Source: an optimization exercise on an open RTL-to-GDS flow (aim: small area). Production flows keep margins and buffers that such runs may drop. Where RTL was checked, it was by simulation tests only, not by an equivalence proof against the original. Power is estimated from default activity; no workload was simulated.

== v13 ==
Design core_top, start of the top module:
module core_top (
    input  wire        clk,
    input  wire        rst,
    output wire        imem_req_valid,
    input  wire        imem_req_ready,
    output wire [63:0] imem_req_addr,
    input  wire        imem_rsp_valid,
    output wire        imem_rsp_ready,
    input  wire [63:0] imem_rsp_rdata,
    output wire        dmem_req_valid,
    input  wire        dmem_req_ready,
    output wire [63:0] dmem_req_addr,
    output wire        dmem_req_we,
    output wire [63:0] dmem_req_wdata,
    input  wire        dmem_rsp_valid,
    output wire        dmem_rsp_ready,
    input  wire [63:0] dmem_rsp_rdata,
    output wire        retire_valid,
    output wire [63:0] retire_pc,
    output wire [4:0]  retire_rd,
    output wire        retire_rd_we,
    output wire [63:0] retire_rd_data
);
    reg  [1:0]  ph;      
    reg         clr;     
    reg         act;     
    reg         ldw;     
    reg         irv;     
    reg  [31:7] ir;      
    reg  [2:0]  cls;     
    reg  [63:2] pc;      
    reg         nf;      
    reg         drop;    
    reg         guess;   
    reg         xd;      
    reg         rt;      
    reg         rval;    
    reg  [4:0]  rrd;
    reg         rwe;
    reg  [20:2] opc;     
    reg         nh;      
    reg         ns;      
    reg         tk;      
    reg         dpend;   
    reg  [2:0]  dout;    
    reg         carry;
    reg  [15:0] wdr;     
    reg         wen_d;   
    reg         clr_d;
    reg         eqacc;
    reg  [63:0] rr;      
    reg  [63:0] ww;      
    wire ph0 = (ph == 2'd0);
    wire ph3 = (ph == 2'd3);
    wire [2:0]  f3     = ir[14:12];
    wire [4:0]  rd     = ir[11:7];
    wire [4:0]  rs1    = ir[19:15];
    wire [4:0]  rs2    = ir[24:20];
    localparam [2:0] C_NONE = 3'd0;    
    localparam [2:0] C_OP   = 3'd1;
    localparam [2:0] C_ADDI = 3'd2;
    localparam [2:0] C_LD   = 3'd3;
    localparam [2:0] C_SD   = 3'd4;
    localparam [2:0] C_BR   = 3'd5;
    localparam [2:0] C_JAL  = 3'd6;
    wire is_op   = (cls == C_OP);
    wire is_addi = (cls == C_ADDI);
    wire is_ld   = (cls == C_LD);
    wire is_sd   = (cls == C_SD);
  ...
export LEC_CHECK = 0
export CAP_MARGIN = 20
export CORE_MARGIN = 2
export CORE_UTILIZATION = 55
export CTS_CLUSTER_DIAMETER = 120
export CTS_CLUSTER_SIZE = 25
export SETUP_SLACK_MARGIN = 0.2
export SLEW_MARGIN = 20
export SYNTH_HIERARCHICAL = 1
export SYNTH_MINIMUM_KEEP_SIZE = 0
create_clock -name core_clock -period 7.0 [get_ports {clk}]
standard.sh (not shown) runs the stock make flow with config.mk's settings and CLKGATE_MAP_FILE= SYNTH_SCRIPT=/design/flow/synth_recipe.tcl, a recipe that flattens the netlist after the stock synthesis.
==> flow/flow/run.sh <==
#!/bin/bash
# The standard layout (the standard.sh, ORFS from synthesis to the final
# layout) with these changes:
#  - the buffers that buffer_ports puts on every input and output port are
#    sky130_fd_sc_hd__buf_1 instead of the cell it picks by default;
#  - clock tree synthesis inserts no dummy loads.
# The full make output goes to standard.log in this folder; ORFS's own
# per-step logs are under orfs/logs.
set -euo pipefail
here=$(pwd)
bash standard.sh \
  "SYNTH_SCRIPT=$here/flow/synth.tcl" \
  "BUFFER_PORTS_ARGS=-buffer_cell sky130_fd_sc_hd__buf_1" \
  "CTS_ARGS=-sink_clustering_enable -repair_clock_nets -sink_clustering_size 25 -sink_clustering_max_diameter 120 -dont_use_dummy_load" \
  finish > standard.log 2>&1
==> flow/flow/area.abc <==
strash
dch
map -a
topo
==> flow/flow/synth.tcl <==
proc synth {args} { yosys synth -nofsm -noshare {*}$args }
set ::area_abc [file join [file dirname [info script]] area.abc]
proc abc {args} {
  set a {}
  set skip 0
  foreach x $args {
    if {$skip} { lappend a $::area_abc; set skip 0; continue }
    if {$x eq "-script"} { lappend a $x; set skip 1; continue }
    lappend a $x
  }
  yosys abc {*}$a rf_ring pc_upper
  yosys abc {*}$args core_top reg_file rf_port_a rf_port_b execute_stage fetch_stage writeback_stage
}
source $::env(SCRIPTS_DIR)/synth.tcl
# left out here: clear keep_hierarchy, flatten, clean up, hide names made inside functions, write 1_2_yosys.v
v13 | status: complete | timing, DRC, antenna: pass
The inputs of v30 differ from those of v13 as listed below.
-- flow/design.v --
<<< v13, line 100
            wire        we_g = clr | (wen && rd == g);
            always @(posedge clk) begin
                s <= {s[47:16], we_g ? wd : s[15:0], s[63:48]};
            end
            assign ring_out[16*g +: 16] = s[63:48];
>>> v30, line 100
            wire        we_g = clr | (wen && rd == g);
            always @(posedge clk) begin
                s <= {s[47:0], we_g ? wd : s[63:48]};
            end
            assign ring_out[16*g +: 16] = s[63:48];
<<< v13, line 232
    reg  [2:0]  dout;    
    reg         carry;
    reg  [15:0] wdr;     
    reg         wen_d;   
    reg         clr_d;
    reg         eqacc;
    reg  [63:0] rr;      
>>> v30, line 232
    reg  [2:0]  dout;    
    reg         carry;
    reg         eqacc;
    reg  [63:0] rr;      
<<< v13, line 268
    reg_file u_rf (
        .clk (clk),
        .clr (clr_d),
        .wen (wen_d),
        .rd  (rrd),
        .wd  (wdr),
        .rs1 (rs1),
        .rs2 (rs2),
>>> v30, line 265
    reg_file u_rf (
        .clk (clk),
        .clr (clr),
        .wen (wen),
        .rd  (rd),
        .wd  (wd),
        .rs1 (rs1),
        .rs2 (rs2),
<<< v13, line 401
            xd    <= 1'b0;
            rt    <= 1'b0;
            wen_d <= 1'b0;
            clr_d <= 1'b0;
            dpend <= 1'b0;
            dout  <= 3'd0;
>>> v30, line 398
            xd    <= 1'b0;
            rt    <= 1'b0;
            dpend <= 1'b0;
            dout  <= 3'd0;
<<< v13, line 418
            else if (imem_rsp_valid) drop <= 1'b0;
            rt    <= advance;
            wen_d <= wen;
            clr_d <= clr;
            if (advance) xd <= 1'b0;
            else if (end_fin || fixup) xd <= 1'b1;
>>> v30, line 413
            else if (imem_rsp_valid) drop <= 1'b0;
            rt    <= advance;
            if (advance) xd <= 1'b0;
            else if (end_fin || fixup) xd <= 1'b1;
<<< v13, line 442
        ns   <= sgn;
        carry <= cout;
        wdr   <= wd;
        eqacc <= (ph0 || eqacc) && (a_rf == b_rf);
        if (run) begin
>>> v30, line 435
        ns   <= sgn;
        carry <= cout;
        eqacc <= (ph0 || eqacc) && (a_rf == b_rf);
        if (run) begin
## What came out
- Diff v13 -> v30: clock-pin slew on the worst setup and hold paths roughly the same; final critical-path share of the clock period higher.
- Changes observed in v30 relative to v13: clock power share shows a reduction of 1.6 points; wire length of the first global-routing pass shows a reduction of 0.35%; total number of sequential cells shows a reduction of about 0.8%.
- Between v13 and v30, the routed wire length does not differ in any meaningful way.
- Lower area added between synthesis and finish goes to v13 over v30.
- Relative to v13, instance count on the critical path has gone down in v30.
- Of v30 and v13, it is v30 that has the lower number of setup buffers added after CTS.
- Summary — total routed wire length on the met1 layer, v30 relative to v13: lower, by 1.4 mm.
- On mean cell area of the mapped netlist, v13 and v30 are basically level.
- Compared with v13, v30 shows a average routed wire per standard cell that is about 0.53% higher.
No functional check of the RTL was part of v13.

==> re-timing with driven ports <==
The flow's constraints put no driver on any port. The routed layouts listed below were extracted and timed again, unchanged, in two steps.
Step 1: set_driving_cell puts a clkbuf_16 on clk and a buf_2 on each other input, an assumption about the parent block.
Step 2 times the ports against the registers' clock, not the clock port: input delays grow and output delays shrink by t, the midpoint of the rising clock arrivals with the driver on.
Slacks: ideal ports / drivers / drivers and shift; pairs: ideal ports / drivers.
| run | t (ns) | slack for setup (ns) | worst setup path after step 2 | clock arrival spread, ns | slew at the worst register clock pin (ns) |
|---|---|---|---|---|---|
| v13 | 0.823 | 0.332 / 0.255 / 0.374 | register to register | 0.101 / 0.101 | 0.11 / 0.11 |
| v30 | 0.809 | 0.299 / 0.217 / 0.340 | register to register | 0.055 / 0.056 | 0.11 / 0.11 |
After both steps setup and hold are still met in every run listed.
